This design comes from an exercise in tuning for a short achievable clock period and few clock cycles per item on the open sky130 flow, not from production work. Where RTL was checked, it was by simulation tests only, not by an equivalence proof against the original. No driver is modelled on the clock port, so clock power and skew are understated where the tree is cut down; a real chip needs a root buffer or a tree. Power and IR drop assume default switching activity.

== run F ==
// mem_responder
module mem_responder #(
    parameter int ADDR_BITS = 8,
    parameter int LATENCY   = 2
) (
    input  logic        clk,
    input  logic        reset,
    input  logic        req_valid,
    output logic        req_ready,
    input  logic        req_wr,
    input  logic [31:0] req_addr,
    input  logic [31:0] req_wdata,
    input  logic [3:0]  req_be,
    output logic        resp_valid,
    input  logic        resp_ready,
    output logic [31:0] resp_rdata,
    output logic        resp_err
);
==> module mem_responder, before the edit <==
module mem_responder #(
    parameter int ADDR_BITS = 8,
    parameter int LATENCY   = 2
) (
    input  logic        clk,
    input  logic        reset,
    input  logic        req_valid,
    output logic        req_ready,
    input  logic        req_wr,
    input  logic [31:0] req_addr,
    input  logic [31:0] req_wdata,
    input  logic [3:0]  req_be,
    output logic        resp_valid,
    input  logic        resp_ready,
    output logic [31:0] resp_rdata,
    output logic        resp_err
);
    localparam int WORDS  = 64;
    localparam int QDEPTH = 4;      
    localparam int QW     = 2;        
    logic [31:0] mem_q [WORDS];
    logic        ready_q;
    logic        acc;
    assign acc = req_valid && ready_q;
    logic        take_req;
    assign take_req = acc && !reset;
    logic        be_ok;
    logic        err;
    always_comb begin
        case (req_be)
            4'b0001, 4'b0010, 4'b0100, 4'b1000,
            4'b0011, 4'b1100, 4'b1111: be_ok = 1'b1;
            default:                   be_ok = 1'b0;
        endcase
        err = (req_addr[31:8] != 24'd0) || !be_ok;
    end
    logic        v1;
    logic        err1;
    logic        wen1;            
    logic [31:0] d1;
    logic        we1 [WORDS];     
    logic [3:0]  be1;             
    logic        rsel1 [WORDS];   
    logic [7:0] pre_lo, pre_wr, pre_rd;
    always_comb begin
        for (int i = 0; i < 8; i++) begin
            pre_lo[i] = (req_addr[4:2] == 3'(i));
            pre_wr[i] = req_wr && (req_addr[7:5] == 3'(i));
            pre_rd[i] = !req_wr && (req_addr[7:5] == 3'(i));
        end
    end
    always_ff @(posedge clk) begin
        v1   <= take_req;
        err1 <= err;
        wen1 <= take_req && req_wr && !err;
        d1   <= req_wdata;
        be1  <= req_be;
        for (int w = 0; w < WORDS; w++) begin
            we1[w]   <= pre_wr[w/8] && pre_lo[w%8];
            rsel1[w] <= pre_rd[w/8] && pre_lo[w%8];
        end
    end
    always_ff @(posedge clk) begin
        for (int w = 0; w < WORDS; w++)
            for (int b = 0; b < 4; b++)
                if (wen1 && we1[w] && be1[b]) mem_q[w][8*b +: 8] <= d1[8*b +: 8];
    end
    logic        v2;
    logic        err2;
    logic [31:0] rda2 [8];
    always_ff @(posedge clk) begin
        v2   <= v1 && !reset;
        err2 <= err1;
        for (int g = 0; g < 8; g++) begin
            logic [31:0] acc_g;
            acc_g = 32'd0;
            for (int k = 0; k < 8; k++)
                acc_g = acc_g | (mem_q[8*g+k] & {32{rsel1[8*g+k]}});
            rda2[g] <= acc_g;
        end
    end
    logic [31:0] rd;
    always_comb begin
        rd = 32'd0;
        for (int g = 0; g < 8; g++) rd = rd | rda2[g];
        if (err2) rd = 32'd0;
    end
    logic          ov;
    logic [32:0]   od;
    logic [32:0]   fifo [QDEPTH];
    logic [QW-1:0] wp, rp, rp1;
    logic [QW:0]   qn;            
    logic [QW:0]   cnt;           
    logic        take;
    logic [32:0] inc;
    logic [32:0] head_keep, head_next;
    logic        ov_keep, ov_next;
    logic [QW:0] cnt_d;
    assign take = ov && resp_ready;
    assign inc  = {err2, rd};
    assign rp1  = rp + 1'b1;
    assign ov_keep   = (qn != '0) || v2;
    assign head_keep = (qn != '0) ? fifo[rp] : inc;
    assign ov_next   = (qn > (QW+1)'(1)) || v2;
    assign head_next = (qn > (QW+1)'(1)) ? fifo[rp1] : inc;
    logic [QW:0] cnt_up, cnt_dn;
    logic        rdy_same, rdy_up, rdy_dn, rdy_d;
    assign cnt_up   = cnt + 1'b1;
    assign cnt_dn   = cnt - 1'b1;
    assign rdy_same = (cnt < (QW+1)'(QDEPTH));
    assign rdy_up   = (cnt_up < (QW+1)'(QDEPTH));
    assign rdy_dn   = (cnt_dn < (QW+1)'(QDEPTH));
    always_comb begin
        if (acc) begin
            cnt_d = take ? cnt : cnt_up;
            rdy_d = take ? rdy_same : rdy_up;
        end else begin
            cnt_d = take ? cnt_dn : cnt;
            rdy_d = take ? rdy_dn : rdy_same;
        end
    end
    always_ff @(posedge clk) begin
        if (v2) fifo[wp] <= inc;
        od <= resp_ready ? head_next : head_keep;
    end
    always_ff @(posedge clk) begin
        if (reset) begin
            ov      <= 1'b0;
            wp      <= '0;
            rp      <= '0;
            qn      <= '0;
            cnt     <= '0;
            ready_q <= 1'b1;
        end else begin
            ov <= resp_ready ? ov_next : ov_keep;
            if (v2)   wp <= wp + 1'b1;
            if (take) rp <= rp1;
            if (v2 && !take)      qn <= qn + 1'b1;
            else if (take && !v2) qn <= qn - 1'b1;
            cnt     <= cnt_d;
            ready_q <= rdy_d;
        end
    end
    assign req_ready  = ready_q;
    assign resp_valid = ov;
    assign resp_rdata = od[31:0];
    assign resp_err   = od[32];
endmodule
==> flow/config.mk <==
export PLATFORM = sky130hd
export DESIGN_NAME = mem_responder
export DESIGN_NICKNAME = mem_responder
export VERILOG_FILES = /design/flow/design.v
export SDC_FILE = /design/flow/constraint.sdc
export NUM_CORES = 4
export LEC_CHECK = 0
export CAP_MARGIN = 20
export CORE_MARGIN = 2
export CORE_UTILIZATION = 60
export CTS_CLUSTER_DIAMETER = 100
export CTS_CLUSTER_SIZE = 25
export SETUP_SLACK_MARGIN = 3.2
export SLEW_MARGIN = 20
export TNS_END_PERCENT = 100
==> flow/constraint.sdc <==
create_clock -name core_clock -period 5.0 [get_ports {clk}]
set_input_delay 1.0000 -clock core_clock [delete_from_list [all_inputs] [get_ports {clk}]]
set_output_delay 1.0000 -clock core_clock [all_outputs]
set_load 0.01 [all_outputs]
standard.sh (not shown) runs the stock make flow with config.mk's settings and CLKGATE_MAP_FILE= SYNTH_SCRIPT=/design/flow/synth_recipe.tcl, a recipe that flattens the netlist after the stock synthesis.
==> flow/flow/run.sh <==
#!/bin/bash
# Own flow: the standard layout (standard.sh), with one change after clock
# tree synthesis (flow/post_cts_hook.tcl, flow/post_cts.tcl): the leaf buffers
# that ORFS's CTS made (each driving a cluster of flip-flop clock pins) are
# kept, and the levels above them are rebuilt as 12 inverters, each at the
# centre of a group of nearby leaf buffers, driven by 4 inverters that the
# clock port drives. Every register's clock passes through the same three
# levels. Ports are buffered with buf_6 cells (ORFS's buffer_ports picks
# the smallest buffer otherwise, a slow delay cell on some inputs).
set -euo pipefail
W=$(pwd)
export POST_CTS_TCL="$W/flow/post_cts_hook.tcl"
export BUFFER_PORTS_ARGS="-buffer_cell sky130_fd_sc_hd__buf_6"
bash "$W/standard.sh" > "$W/standard.log" 2>&1
Other scripts of this flow, unchanged in this note and not shown: flow/flow/post_cts.tcl, flow/flow/post_cts_hook.tcl
Testbench counts of run F, summed over its fixed seeds: cycles 4,824, items 4,800.
For run P, these inputs were changed with respect to run F:
--- a/flow/design.v
+++ b/flow/design.v
@@ -19,11 +19,12 @@
     localparam int QDEPTH = 4;      
     localparam int QW     = 2;        
     logic [31:0] mem_q [WORDS];
     logic        ready_q;
     logic        acc;
-    assign acc = req_valid && ready_q;
+    logic        rdy_now;
+    assign acc = req_valid && rdy_now;
     logic        take_req;
     assign take_req = acc && !reset;
     logic        be_ok;
     logic        err;
     always_comb begin
@@ -94,11 +95,11 @@
     logic        take;
     logic [32:0] inc;
     logic [32:0] head_keep, head_next;
     logic        ov_keep, ov_next;
     logic [QW:0] cnt_d;
-    assign take = ov && resp_ready;
+    assign take = (qn != '0) && resp_ready;
     assign inc  = {err2, rd};
     assign rp1  = rp + 1'b1;
     assign ov_keep   = (qn != '0) || v2;
     assign head_keep = (qn != '0) ? fifo[rp] : inc;
     assign ov_next   = (qn > (QW+1)'(1)) || v2;
@@ -106,10 +107,11 @@
     logic [QW:0] cnt_up, cnt_dn;
     logic        rdy_same, rdy_up, rdy_dn, rdy_d;
     assign cnt_up   = cnt + 1'b1;
     assign cnt_dn   = cnt - 1'b1;
     assign rdy_same = (cnt < (QW+1)'(QDEPTH));
+    assign rdy_now  = rdy_same;
     assign rdy_up   = (cnt_up < (QW+1)'(QDEPTH));
     assign rdy_dn   = (cnt_dn < (QW+1)'(QDEPTH));
     always_comb begin
         if (acc) begin
             cnt_d = take ? cnt : cnt_up;
--- outcome ---
Looking only at total routing usage reported by global routing, and setting everything else aside, the lower value of run F and run P goes to run P. Taking run F as the reference, in run P synthesized cell count now sits at about the same level, worst hold slack now sits lower. Relative to run F, the final cell area reported for run P is lower. From run F to run P the numbers moved as follows: setup slack of the most critical reg-to-reg path went up 0.03 ns; total power went up 2.0%; final cell count held; worst setup slack went down 0.030 ns.
The RTL of run P was laid out without a check of its function.

## static timing again, ports no longer ideal
How much do the figures lean on ideal ports? The routed layouts below were timed once more, with nothing changed but the port constraints.
Step 1 assumes that a clkbuf_16 drives the clock port and a buf_2 every other input.
Step 2 adds t to the input delays and takes it off the output delays; t is the mean of the earliest and latest rising clock arrival at the registers after step 1. Input paths then give back, and output paths get back, about the clock's delay inside the block.
a / b / c = ideal / step 1 / step 2; a / b = the first two.
| run | shift t [ns] | setup slack, ns | worst setup path at the end |
|---|---|---|---|
| run F | 0.703 | 3.120 / 2.806 / 2.768 | input to register |
| run P | 0.699 | 3.090 / 2.784 / 2.693 | input to register |
After both steps every run listed still meets setup and hold. For run P, which loses most, drivers alone change the setup slack by -0.306 ns; drivers and shift together by -0.397 ns.
